From an optimization exercise on the open Yosys and OpenROAD flow, aimed at small area, a short achievable clock period and few clock cycles per item; shortcuts taken in it are not production practice. The RTL was checked by simulation tests, not by an equivalence proof against the original design.

### flow/design.v
`default_nettype none
package macc_pkg;
  typedef logic signed [16-1:0] data_t;  
  typedef logic signed [(2*16 + 4)-1:0] acc_t;  
  typedef logic [4-1:0] len_t;  
  typedef logic [4-1:0] filt_t;  
  typedef enum logic [2:0] {
    IDLE = 3'b000,
    MUL_RUN = 3'b001,  
    MUL_END = 3'b011,  
    ACC_RUN = 3'b101,  
    ACC_END = 3'b100
  } seq_state_t;
endpackage
`default_nettype wire
`timescale 1ns/1ps
`default_nettype none
module psum_sequencer (
  input logic clk,
  input logic rst_n,
  input logic mac_begin,
  input logic acc_begin,
  input macc_pkg::len_t conv_len,
  input macc_pkg::filt_t filter_num,
  output logic issue,
  output logic issue_first,
  output logic issue_last,
  output logic issue_acc,
  output logic issue_end,
  output logic mul_enable,
  output logic acc_enable,
  output macc_pkg::len_t cnt_a,
  output macc_pkg::filt_t cnt_b
);
  macc_pkg::seq_state_t state_q;
  macc_pkg::seq_state_t state_d;
  macc_pkg::len_t len_last;
  macc_pkg::filt_t filt_last;
  logic a_at_len;  
  logic b_at_filt;  
  logic a_at_filt;  
  assign len_last = conv_len - 1'b1;
  assign filt_last = filter_num - 1'b1;
  assign a_at_len = (cnt_a == len_last);
  assign b_at_filt = (cnt_b == filt_last);
  assign a_at_filt = (cnt_a == filt_last);
  always_ff @(posedge clk or negedge rst_n) begin
    if (!rst_n) begin
      state_q <= macc_pkg::IDLE;
    end else begin
      state_q <= state_d;
    end
  end
  always_comb begin
    state_d = state_q;
    case (state_q)
      macc_pkg::IDLE: begin
        if (mac_begin && !acc_begin) begin
          state_d = macc_pkg::MUL_RUN;
        end else if (acc_begin && !mac_begin) begin
          state_d = macc_pkg::ACC_RUN;
        end
      end
      macc_pkg::MUL_RUN: begin
        if (a_at_len) begin
          state_d = macc_pkg::MUL_END;
        end
      end
      macc_pkg::MUL_END: begin
        state_d = b_at_filt ? macc_pkg::IDLE : macc_pkg::MUL_RUN;
      end
      macc_pkg::ACC_RUN: begin
        if (a_at_filt) begin
          state_d = macc_pkg::ACC_END;
        end
      end
      macc_pkg::ACC_END: state_d = macc_pkg::IDLE;
      default: state_d = macc_pkg::IDLE;
    endcase
  end
  always_ff @(posedge clk or negedge rst_n) begin
    if (!rst_n) begin
      cnt_a <= '0;
      cnt_b <= '0;
    end else begin
      case (state_q)
        macc_pkg::MUL_RUN: cnt_a <= a_at_len ? '0 : cnt_a + 1'b1;  
        macc_pkg::MUL_END: cnt_b <= b_at_filt ? '0 : cnt_b + 1'b1;  
        macc_pkg::ACC_RUN: cnt_a <= a_at_filt ? '0 : cnt_a + 1'b1;  
        default: begin
          cnt_a <= '0;
          cnt_b <= '0;
        end
      endcase
    end
  end
  assign mul_enable = (state_q == macc_pkg::MUL_RUN);
  assign acc_enable = (state_q == macc_pkg::ACC_RUN);
  assign issue = mul_enable | acc_enable;
  assign issue_acc = acc_enable;
  assign issue_first = mul_enable ? (cnt_a == '0) : acc_enable;
  assign issue_last = mul_enable ? a_at_len : acc_enable;
  assign issue_end = (mul_enable & a_at_len & b_at_filt) | (acc_enable & a_at_filt);
endmodule
`default_nettype wire
`timescale 1ns/1ps
`default_nettype none
module operand_stage (
  input logic clk,
  input logic rst_n,
  input logic issue,
  input logic issue_first,
  input logic issue_last,
  input logic issue_acc,
  input logic issue_end,
  input macc_pkg::data_t weight_in,
  input macc_pkg::data_t ifmap_in,
  input macc_pkg::data_t external_psum,
  input macc_pkg::acc_t internal_psum,
  output logic op_valid,
  output logic op_first,
  output logic op_last,
  output logic op_acc,
  output logic op_end,
  output macc_pkg::data_t op_weight,
  output macc_pkg::data_t op_ifmap,
  output macc_pkg::data_t op_ext_psum,
  output macc_pkg::acc_t op_int_psum
);
  logic [4:0] tag_pipe [2];
  logic [4:0] tag_out;
  logic mul_hit;  
  logic acc_hit;  
  always_ff @(posedge clk or negedge rst_n) begin
    if (!rst_n) begin
      for (int i = 0; i < 2; i++) begin
        tag_pipe[i] <= '0;
      end
    end else begin
      tag_pipe[0] <= {issue, issue_first, issue_last, issue_acc, issue_end};
      for (int i = 1; i < 2; i++) begin
        tag_pipe[i] <= tag_pipe[i-1];
      end
    end
  end
  assign tag_out = tag_pipe[2-1];
  assign mul_hit = tag_out[4] & ~tag_out[1];
  assign acc_hit = tag_out[4] & tag_out[1];
  always_ff @(posedge clk or negedge rst_n) begin
    if (!rst_n) begin
      {op_valid, op_first, op_last, op_acc, op_end} <= '0;
    end else begin
      {op_valid, op_first, op_last, op_acc, op_end} <= tag_out;
    end
  end
  always_ff @(posedge clk) begin
    if (mul_hit) begin
      op_weight <= weight_in;
      op_ifmap <= ifmap_in;
    end
    if (acc_hit) begin
      op_ext_psum <= external_psum;  
      op_int_psum <= internal_psum;
    end
  end
endmodule
`default_nettype wire
`timescale 1ns/1ps
`default_nettype none
module macc_unit (
  input logic clk,
  input logic rst_n,
  input logic op_valid,
  input logic op_first,
  input logic op_last,
  input logic op_acc,
  input logic op_end,
  input macc_pkg::data_t op_weight,
  input macc_pkg::data_t op_ifmap,
  input macc_pkg::data_t op_ext_psum,
  input macc_pkg::acc_t op_int_psum,
  output macc_pkg::acc_t accum_out,
  output logic psum_store,
  output logic mac_finish,
  output logic acc_finish
);
  logic signed [2*16-1:0] prod_q;  
  logic mul_valid;
  logic mul_first;
  logic mul_last;
  logic mul_end;
  logic add_hit;  
  logic store_end;  
  logic store_acc;  
  assign add_hit = op_valid & op_acc;
  always_ff @(posedge clk) begin
    if (op_valid && !op_acc) begin
      prod_q <= op_weight * op_ifmap;  
    end
  end
  always_ff @(posedge clk or negedge rst_n) begin
    if (!rst_n) begin
      {mul_valid, mul_first, mul_last, mul_end} <= '0;
    end else begin
      mul_valid <= op_valid & ~op_acc;
      mul_first <= op_first;
      mul_last <= op_last;
      mul_end <= op_end;
    end
  end
  always_ff @(posedge clk or negedge rst_n) begin
    if (!rst_n) begin
      accum_out <= '0;
    end else if (add_hit) begin
      accum_out <= macc_pkg::acc_t'(op_ext_psum) + op_int_psum;  
    end else if (mul_valid) begin
      if (mul_first) begin
        accum_out <= macc_pkg::acc_t'(prod_q);  
      end else begin
        accum_out <= accum_out + macc_pkg::acc_t'(prod_q);
      end
    end
  end
  always_ff @(posedge clk or negedge rst_n) begin
    if (!rst_n) begin
      psum_store <= 1'b0;
      store_end <= 1'b0;
      store_acc <= 1'b0;
      mac_finish <= 1'b0;
      acc_finish <= 1'b0;
    end else begin
      psum_store <= add_hit | (mul_valid & mul_last);
      store_end <= (add_hit & op_end) | (mul_valid & mul_last & mul_end);
      store_acc <= add_hit;
      mac_finish <= psum_store & store_end & ~store_acc;
      acc_finish <= psum_store & store_end & store_acc;
    end
  end
endmodule
`default_nettype wire
`timescale 1ns/1ps
`default_nettype none
module macc_control_top (
  input logic clk,
  input logic rst_n,
  input logic mac_begin,
  input logic acc_begin,
  input macc_pkg::len_t conv_len,
  input macc_pkg::filt_t filter_num,
  input macc_pkg::data_t weight_in,
  input macc_pkg::data_t ifmap_in,
  input macc_pkg::data_t external_psum,
  input macc_pkg::acc_t internal_psum,
  output logic mul_enable,
  output logic acc_enable,
  output macc_pkg::len_t cnt_a,
  output macc_pkg::filt_t cnt_b,
  output macc_pkg::acc_t accum_out,
  output logic psum_store,
  output logic mac_finish,
  output logic acc_finish
);
  logic issue;
  logic issue_first;
  logic issue_last;
  logic issue_acc;
  logic issue_end;
  logic op_valid;
  logic op_first;
  logic op_last;
  logic op_acc;
  logic op_end;
  macc_pkg::data_t op_weight;
  macc_pkg::data_t op_ifmap;
  macc_pkg::data_t op_ext_psum;
  macc_pkg::acc_t op_int_psum;
  psum_sequencer u_seq (
    .clk (clk),
    .rst_n (rst_n),
    .mac_begin (mac_begin),
    .acc_begin (acc_begin),
    .conv_len (conv_len),
    .filter_num (filter_num),
    .issue (issue),
    .issue_first (issue_first),
    .issue_last (issue_last),
    .issue_acc (issue_acc),
    .issue_end (issue_end),
    .mul_enable (mul_enable),
    .acc_enable (acc_enable),
    .cnt_a (cnt_a),
    .cnt_b (cnt_b)
  );
  operand_stage u_ops (
    .clk (clk),
    .rst_n (rst_n),
    .issue (issue),
    .issue_first (issue_first),
    .issue_last (issue_last),
    .issue_acc (issue_acc),
    .issue_end (issue_end),
    .weight_in (weight_in),
    .ifmap_in (ifmap_in),
    .external_psum (external_psum),
    .internal_psum (internal_psum),
    .op_valid (op_valid),
    .op_first (op_first),
    .op_last (op_last),
    .op_acc (op_acc),
    .op_end (op_end),
    .op_weight (op_weight),
    .op_ifmap (op_ifmap),
    .op_ext_psum (op_ext_psum),
    .op_int_psum (op_int_psum)
  );
  macc_unit u_mac (
    .clk (clk),
    .rst_n (rst_n),
    .op_valid (op_valid),
    .op_first (op_first),
    .op_last (op_last),
    .op_acc (op_acc),
    .op_end (op_end),
    .op_weight (op_weight),
    .op_ifmap (op_ifmap),
    .op_ext_psum (op_ext_psum),
    .op_int_psum (op_int_psum),
    .accum_out (accum_out),
    .psum_store (psum_store),
    .mac_finish (mac_finish),
    .acc_finish (acc_finish)
  );
endmodule
`default_nettype wire
### flow/run.sh
#!/bin/bash
# synth_recipe.tcl (not shown) runs the flow's synth.tcl, then flattens the netlist and writes it again
# the make line also repeats each setting of config.mk as NAME=value (left out here)
make -C /OpenROAD-flow-scripts/flow DESIGN_CONFIG=/design/flow/config.mk WORK_HOME=/design/flow/orfs CLKGATE_MAP_FILE= SYNTH_SCRIPT=/design/flow/synth_recipe.tcl finish
### flow/config.mk
export PLATFORM = sky130hd
export DESIGN_NAME = macc_control_top
export DESIGN_NICKNAME = macc_control_top
export VERILOG_FILES = /design/flow/design.v
export SDC_FILE = /design/flow/constraint.sdc
export NUM_CORES = 4
export LEC_CHECK = 0
export CAP_MARGIN = 20
export CORE_MARGIN = 2
export CORE_UTILIZATION = 40
export SLEW_MARGIN = 20
### flow/constraint.sdc
create_clock -name core_clock -period 7.0 [get_ports {clk}]
set_input_delay 1.4000 -clock core_clock [delete_from_list [all_inputs] [get_ports {clk}]]
set_output_delay 1.4000 -clock core_clock [all_outputs]
set_load 0.01 [all_outputs]
==> run notes <==
worst paths after layout:
path	from	end	cells past startpoint
setup / recovery	u_ops.op_ifmap[1]	u_mac.prod_q[30]	20
hold / removal	u_ops.tag_pipe[1][0]	u_ops.op_end	0
setup reg to reg	u_ops.op_ifmap[1]	u_mac.prod_q[30]	20
hold reg to reg	u_ops.tag_pipe[1][0]	u_ops.op_end	0
max in group asynchronous	rst_n	u_mac.mul_valid	1
min in group asynchronous	rst_n	u_seq.cnt_b[0]	1
cell type report:
class / instances / share of cell area [%]
timing repair buffer: 155 / 6.67
sequential: 187 / 23.0
clock inverter: 15 / 0.778
multi-input combinational: 1441 / 58.8
clock buffer: 17 / 1.86
inverter: 316 / 5.20
tap: 672 / 3.68
placed cells by master, fill, tap and decap left out, drive strengths merged, types with 14 or more instances in the layout:
cell and n:
clkbuf 17, a31oi 15, and2 134, edfxtp 116, fa 264, clkdlybuf4s50 143, ha 157, and3 19
nor2 74, o211ai 35, o21ai 82, xnor2 59, a21o 49, xor2 47, inv 322, nor3 20
dfrtp 71, nand2 194, nand4 17, a21oi 83, o21bai 14, nand3 18
registers in the layout, summed over array words and instances (netlist names), 3 cells and up:
name and flops:
u_mac.accum_out 36, u_ops.op_weight 16, u_ops.op_ifmap 16, u_seq.state_q 3, u_ops.tag_pipe 10, u_ops.op_int_psum 36, u_ops.op_ext_psum 16, u_seq.cnt_b 4
u_seq.cnt_a 4, u_mac.prod_q 32
layer usage:
metal	share of wire (%)	up-vias	wire length, microns	GRT usage (%)
met5	0	-	0	0
met4	1.8	0	840	5.56
met3	4.5	46	2160	3.76
met2	45	292	21300	30.0
met1	49	7049	23300	27.3
li1	-	6900	-	-
cells by family (layout without fill, tap and decap cells):
group | Yosys count | after routing | synth area share, %
buf+inv | 378 | 503 | 7.07
compound gates | 373 | 373 | 12.4
xor+xnor | 106 | 106 | 4.62
fa+ha+maj | 421 | 421 | 36.1
simple gates | 535 | 535 | 13.4
mux | 6 | 6 | 0.305
flops | 187 | 187 | 26.2
stage by stage:
stage / std cells / worst slack (ns) / cell area [sq um]
after floorplan: 2006 / 1.06 / 20100
after global placement: 2771 / 0.461 / 22200
after detailed placement: 2771 / 0.406 / 22200
after CTS: 2803 / 0.395 / 22800
after global routing: 2803 / 0.00110 / 22800
final: 2803 / 0.436 / 22800
worst max-delay path: stages (launching register included):
cell	delay (ns)
edfxtp_1	0.71
nand2_1	0.18
fa_1	0.54
fa_1	0.54
fa_1	0.52
inv_1	0.06
fa_1	0.48
fa_1	0.49
inv_1	0.05
fa_1	0.47
inv_1	0.04
ha_1	0.39
nand4_1	0.14
a211oi_1	0.30
a221oi_2	0.17
o311ai_1	0.46
a31oi_1	0.19
o21ai_1	0.23
a21o_1	0.14
a21oi_1	0.07
xnor2_1	0.13
==> results.sh <==
export IMPL_firstDrtPassIters=5
export IMPL_via_count=14287
export IMPL_fin_crit_sh_pct=93.8
export IMPL_nets=2635
export IMPL_status="timing/DRC/antenna clean"
export IMPL_period_minus_slack_ns=6.56
export IMPL_hold_viol_final=0
export IMPL_max_cap_violations=0
export IMPL_cts_resized=0
export IMPL_setup_violations=0
export IMPL_r2r_slack_ns=0.44
export IMPL_synth_edf_count=116
export IMPL_whs_ns=0.348
export IMPL_synth_largest_area_cell="fa_1"
export IMPL_initial_core_util_pct=40.3
export IMPL_slew_headroom_pct=35.5
export IMPL_core_area_sq_um=49900
export IMPL_fin_setup_tns_ns=0
export IMPL_cts_buffer_depth=2
export IMPL_clk_latency_ns=0.48
export IMPL_syn_inst=2006
export IMPL_cts_buffers=17
export IMPL_min_path_type="reg2reg"
export IMPL_root_buffer="clkbuf_16"
export IMPL_ios=145
export IMPL_diodes=0
export IMPL_synth_top_area_share_pct=26.3
export IMPL_grt_pass1_wl_microns=80000
export IMPL_synthTopCellsByArea="fa_1 (26%), edfxtp_1 (17%), ha_1 (9.8%)"
export IMPL_gp_congestion=0.870
export IMPL_ys_warn_count=4
export IMPL_area_growth_pct=13.7
export IMPL_cts_htree_levels=4
export IMPL_synth_commonest_cells="inv_1 (316), fa_1 (264), nand2_1 (194)"
export IMPL_cts_tree="done"
export IMPL_multi_input_area_sq_um=13400
export IMPL_synth_fp_nets=2523
export IMPL_via_per_inst=5.10
export IMPL_postLayoutCoreUtil_pct=45.8
export IMPL_ys_seq_elements=187
export IMPL_skew_ns=0.0153
export IMPL_worst_setup_path_end_kind="flip-flop"
export IMPL_wl_per_cell_microns=17.0
export IMPL_layout_drive_gt1_share_pct=2.91
export IMPL_grt_ovfl_total=0
export IMPL_die_area_sq_um=52000
export IMPL_cts_hold_buf=0
export IMPL_crit_path_start_kind="flip-flop"
export IMPL_row_count=82
export IMPL_antenna_found_initial=0
export IMPL_drt_wl_total_microns=47600
export IMPL_portBuffers=144
export IMPL_worstPathRequired_ns=7.23
export IMPL_cts_setup_buffers=0
export IMPL_tightest_slew_ns=0.968
export IMPL_synthArstFlopShare_pct=38.0
export IMPL_drc=0
export IMPL_worst_ep_arrival_time_ns=6.79
export IMPL_cts_sinks=187
export IMPL_grt_max_degree=72
export IMPL_seq_area_frac_synth_pct=26.2
export IMPL_die_y_microns=228
export IMPL_grt_pass1_vias=15016
export IMPL_finalMaxSlewViolations=0
export IMPL_clkTransAtPathRegs_ns=0.08
export IMPL_grt_total_usage_pct=19.3
export IMPL_yosysMostFrequentCell="inv_1"
export IMPL_regArea_sq_um=5260
export IMPL_nFillCells=4753
export IMPL_rsz0062_at_grt="false"
export IMPL_synth_avg_cell_area_sq_um=10.0
export IMPL_synthFlopType="edfxtp_1"
export IMPL_dp_hpwl_microns=38100
export IMPL_dieWidth_microns=228
export IMPL_cp_max_fo=16
export IMPL_timing_fmax_mhz=152
export IMPL_ant_nets=0
export IMPL_ys_types=76
export IMPL_path_class="reg2reg"
export IMPL_initialDrtViolationCount=610
export IMPL_syn_area_sq_um=20100
Testbench counts, summed over its fixed seeds: cycles 26,793, items 22,427.

## separate check: timing with driven ports
The results above use ideal ports. As a check the final layout listed here was re-extracted and re-timed, cells and wires unchanged.
Step 1: set_driving_cell puts a clkbuf_16 on clk and a buf_2 on each other input, an assumption about the parent block.
Step 2 moves the port delays by t, midway between the first and last clock arrival at a register: inputs arrive t later, outputs are due t later. That takes back most of the time a late clock gives input paths.
Three values: ideal, step 1, step 2; two values: the first two.
t, ns: 0.527
setup slack, ns: 0.436 / 0.436 / 0.436
hold slack, ns: 0.348 / 0.348 / 0.348
slew at the worst register clock pin (ns): 0.08 / 0.08
worst data-port slew with drivers (ns): 0.05
After both steps this run still meets setup and hold. The setup slack of this run moves by 0.000 ns with the drivers and by 0.000 ns with both steps.
